This design comes from an exercise in tuning for small area on the open sky130 flow, not from production work. In this exercise RTL edits were held to simulation tests only and were not proved equivalent to the original. Power and IR drop assume default switching activity.

garnet:
## odd_pipe
module odd_pipe (
    input  logic         clock,
    input  logic         reset,
    input  logic [4:0]   issue_opcode,
    input  logic [127:0] issue_ra,
    input  logic [127:0] issue_rb,
    input  logic [127:0] issue_rt_data,
    input  logic [6:0]   issue_rt_address,
    input  logic [6:0]   issue_i7,
    input  logic [15:0]  issue_i16,
    input  logic [31:0]  issue_pc,
    output logic [142:0] fw_stage1,
    output logic [142:0] fw_stage2,
    output logic [142:0] fw_stage3,
    output logic [142:0] fw_stage4,
    output logic [142:0] fw_stage5,
    output logic [142:0] fw_stage6,
    output logic [142:0] fw_stage7,
    output logic [142:0] result,
    output logic         branch_taken,
    output logic [31:0]  next_pc
);
    logic         perm_b, perm_w;
    logic [127:0] perm_value;
    logic         br_b, br_w;
    logic [17:0]  br_link;
    logic         br_taken;
    logic [17:0]  br_next_pc;
    logic [136:0] stage1_d;
    logic         taken_q;
    logic [17:0]  next_pc_q;
    permute_unit u_permute (
        .reset    (reset),
        .opcode   (issue_opcode),
        .ra       (issue_ra),
  ...
For scale: about 3400 cells after synthesis, ~1600 I/O pins, ~34000 um2 of cells after synthesis.
==> flow/config.mk <==
export PLATFORM = sky130hd
export DESIGN_NAME = odd_pipe
export DESIGN_NICKNAME = odd_pipe
export VERILOG_FILES = /design/flow/design.v
export SDC_FILE = /design/flow/constraint.sdc
export NUM_CORES = 8
export LEC_CHECK = 0
export CAP_MARGIN = 20
export CORE_AREA = 5 5 255 255
export DIE_AREA = 0 0 260 260
export SLEW_MARGIN = 20
==> flow/constraint.sdc <==
create_clock -name core_clock -period 8.0 [get_ports {clock}]
set_input_delay 1.6000 -clock core_clock [delete_from_list [all_inputs] [get_ports {clock}]]
set_output_delay 1.6000 -clock core_clock [all_outputs]
set_load 0.01 [all_outputs]
standard.sh (not shown) runs the stock make flow with config.mk's settings and CLKGATE_MAP_FILE= SYNTH_SCRIPT=/design/flow/synth_recipe.tcl, a recipe that flattens the netlist after the stock synthesis.
==> flow/flow/run.sh <==
#!/bin/bash
# Layout flow:
#  2. the same synthesis again, with the rotator module swapped for a
#     cell-level version (flow/genrot.py);
#  3. the rest of the combinational logic mapped again for area, the
#     rotator's cells and all registers left as they are;
#  4. the registers checked against the standard synthesis (same names and
#     cells), else the standard netlist is remapped instead;
#  5. the standard layout, with the smallest buffer on the ports, pins one
#     track apart (the clock pin placed first, with room around it:
#     flow/pins.tcl) and a clock tree without dummy loads.
# Each tool's output goes to its own log here.
set -euo pipefail
bash standard.sh synth > synth.log 2>&1

RES=orfs/results/sky130hd/odd_pipe/base
LIB=$FLOW_HOME/platforms/sky130hd/lib/sky130_fd_sc_hd__tt_025C_1v80.lib
cp $RES/1_2_yosys.v 1_2_yosys_standard.v

# 2. synthesis with the cell-level rotator
python3 flow/genrot.py > cells_struct.v
python3 flow/swapmod.py design.v cells_struct.v > design_mine.v
sed "s#$PWD/design.v#$PWD/design_mine.v#" config.mk > config_mine.mk
sed "s#$PWD/config.mk#$PWD/config_mine.mk#g;s#$PWD/orfs#$PWD/orfs_mine#g" standard.sh > standard_mine.sh
bash standard_mine.sh synth > synth_mine.log 2>&1
MINE=orfs_mine/results/sky130hd/odd_pipe/base/1_2_yosys.v

# 3. area remap of the other combinational cells
python3 flow/mkmap.py $LIB cells_map.v > mkmap.log 2>&1
DU=""
for c in $(sed -n 's/^export DONT_USE_CELLS += *//p;/^ *sky130_fd_sc_hd__lpflow/p;/^ *sky130_fd_sc_hd__probe/p' $FLOW_HOME/platforms/sky130hd/config.mk | tr -d '\\'); do
  DU="$DU -dont_use $c"
done
printf 'set_driving_cell sky130_fd_sc_hd__buf_1\nset_load 5\n' > abc.constr
remap() {
  cat > remap_$3.ys <<EOT
read_liberty -lib $LIB
read_verilog $1
hierarchy -top $FLOW_TOP
select -set keep c:u_permute.u_rot.*
techmap -map cells_map.v c:* @keep %d
techmap
opt -purge
abc -script $PWD/flow/remap.abc -liberty $LIB $DU -constr $PWD/abc.constr -D 8000
opt_clean -purge
splitnets
opt_clean -purge
hilomap -singleton -hicell sky130_fd_sc_hd__conb_1 HI -locell sky130_fd_sc_hd__conb_1 LO
insbuf -buf sky130_fd_sc_hd__buf_1 A X
opt_clean -purge
write_verilog -noattr -nohex -nodec $2
EOT
  yosys -s remap_$3.ys > remap_$3.log 2>&1
}

# 4. keep the cell-level rotator only if the registers match the standard ones
if remap $MINE remapped_mine.v mine && python3 flow/regcheck.py 1_2_yosys_standard.v remapped_mine.v > regcheck.log 2>&1; then
  cp remapped_mine.v $RES/1_2_yosys.v
else
  remap 1_2_yosys_standard.v remapped_standard.v standard
  python3 flow/regcheck.py 1_2_yosys_standard.v remapped_standard.v > regcheck_standard.log 2>&1
  cp remapped_standard.v $RES/1_2_yosys.v
fi
rm -f $RES/1_synth.odb

# 5. layout
export BUFFER_PORTS_ARGS="-buffer_cell sky130_fd_sc_hd__buf_1"
export CTS_ARGS="-sink_clustering_enable -repair_clock_nets -dont_use_dummy_load -buf_list {sky130_fd_sc_hd__clkbuf_8} -sink_clustering_size 16 -sink_clustering_max_diameter 60"
export PLACE_PINS_ARGS="-min_distance 1 -min_distance_in_tracks -corner_avoidance 6"
export PRE_IO_PLACEMENT_TCL=$PWD/flow/pins.tcl
bash standard.sh finish > layout.log 2>&1
Other scripts of this flow, unchanged in this note and not shown: flow/flow/genrot.py, flow/flow/mkmap.py, flow/flow/pins.tcl, flow/flow/regcheck.py, flow/flow/remap.abc, flow/flow/swapmod.py
> inputs changed (garnet -> juniper)
Settings: swapping 5 5 255 255 for 5 5 245 245 in CORE_AREA; swapping 0 0 260 260 for 0 0 250 250 in DIE_AREA.
--- a/flow/flow/run.sh
+++ b/flow/flow/run.sh
@@ -67,3 +67,3 @@
 export BUFFER_PORTS_ARGS="-buffer_cell sky130_fd_sc_hd__buf_1"
-export CTS_ARGS="-sink_clustering_enable -repair_clock_nets -dont_use_dummy_load -buf_list {sky130_fd_sc_hd__clkbuf_8} -sink_clustering_size 16 -sink_clustering_max_diameter 60"
+export CTS_ARGS="-sink_clustering_enable -repair_clock_nets -dont_use_dummy_load -buf_list {sky130_fd_sc_hd__clkbuf_16} -sink_clustering_size 30 -sink_clustering_max_diameter 80"
 export PLACE_PINS_ARGS="-min_distance 1 -min_distance_in_tracks -corner_avoidance 6"
==> notes.md <==
Relative to garnet, the clock-buffer cell count measured on juniper has decreased by more than a quarter. juniper: final clock period utilization by the worst path lower than garnet. Master of the slowest instance on the critical path: sky130_fd_sc_hd__o22ai_1 -> garnet, sky130_fd_sc_hd__buf_4 -> juniper. On design area, garnet tracks juniper almost exactly. juniper vs garnet on worst setup slack after layout: juniper is the higher one. Taking garnet as the reference point, the die area of juniper falls by about 7.5%.
Input changes introduced in cedar (baseline for comparison: juniper):
Settings: DIE_AREA: 0 0 250 250 -> 0 0 260 260; CORE_AREA: 5 5 245 245 -> 5 5 255 255.
--- a/flow/flow/run.sh
+++ b/flow/flow/run.sh
@@ -67,3 +67,3 @@
 export BUFFER_PORTS_ARGS="-buffer_cell sky130_fd_sc_hd__buf_1"
-export CTS_ARGS="-sink_clustering_enable -repair_clock_nets -dont_use_dummy_load -buf_list {sky130_fd_sc_hd__clkbuf_16} -sink_clustering_size 30 -sink_clustering_max_diameter 80"
+export CTS_ARGS="-sink_clustering_enable -repair_clock_nets -dont_use_dummy_load -buf_list {sky130_fd_sc_hd__clkbuf_8} -sink_clustering_size 20 -sink_clustering_max_diameter 50"
 export PLACE_PINS_ARGS="-min_distance 1 -min_distance_in_tracks -corner_avoidance 6"
## What came out
cedar | stages: all done | timing, DRC, antenna: all pass
Diff cedar..juniper | area fraction of clock buffers and clock inverters | negligible
Compared with juniper, in cedar clock-buffer cell count moved up; height of the chip moved up; total non-filler cell area in the finished layout level; fraction of standard cell area that is sequential level; area growth from synthesis to layout level.
Run comparison: cedar critical path endpoint u_chain.stage1_q[99]$_DFF_P_; juniper critical path endpoint u_chain.stage1_q[109]$_DFF_P_
Compare cedar and juniper | global-route usage over all layers higher: juniper
Looking at worst endpoint data arrival time, cedar sits 0.14 ns higher than juniper does.
## Diff of input files: nickel against cedar
--- a/flow/flow/run.sh
+++ b/flow/flow/run.sh
@@ -67,3 +67,3 @@
 export BUFFER_PORTS_ARGS="-buffer_cell sky130_fd_sc_hd__buf_1"
-export CTS_ARGS="-sink_clustering_enable -repair_clock_nets -dont_use_dummy_load -buf_list {sky130_fd_sc_hd__clkbuf_8} -sink_clustering_size 20 -sink_clustering_max_diameter 50"
+export CTS_ARGS="-sink_clustering_enable -repair_clock_nets -dont_use_dummy_load -buf_list {sky130_fd_sc_hd__clkbuf_16} -sink_clustering_size 30 -sink_clustering_max_diameter 80"
 export PLACE_PINS_ARGS="-min_distance 1 -min_distance_in_tracks -corner_avoidance 6"
Findings:
- The share of total power in combinational logic was comparable across nickel and cedar.
- For the number of clock buffers inserted by TritonCTS, nickel came in 36 lower than cedar did.
- The first-iteration DRC count reported for nickel is greater than that of cedar by 92.

re-timing with driven ports:
How much do the figures lean on ideal ports? The routed layouts below were timed once more, with nothing changed but the port constraints.
Step 1, drivers: a clkbuf_16 drives clock and a buf_2 each remaining input, both assumed.
Step 2 adds t to the input delays and takes it off the output delays; t is the mean of the earliest and latest rising clock arrival at the registers after step 1. Input paths then give back, and output paths get back, about the clock's delay inside the block.
Three values: ideal ports, drivers, drivers and shift; two values: the first two.
| run | t, ns | setup slack, ns | worst setup path after step 2 |
|---|---|---|---|
| garnet | 0.730 | 1.129 / 1.086 / 0.356 | input to register |
| juniper | 0.657 | 1.344 / 1.306 / 0.649 | input to register |
| cedar | 0.707 | 1.210 / 1.168 / 0.461 | input to register |
| nickel | 0.636 | 1.200 / 1.160 / 0.524 | input to register |
After both steps setup and hold are still met in every run listed. For garnet, which loses most, drivers alone change the setup slack by -0.043 ns; drivers and shift together by -0.773 ns.
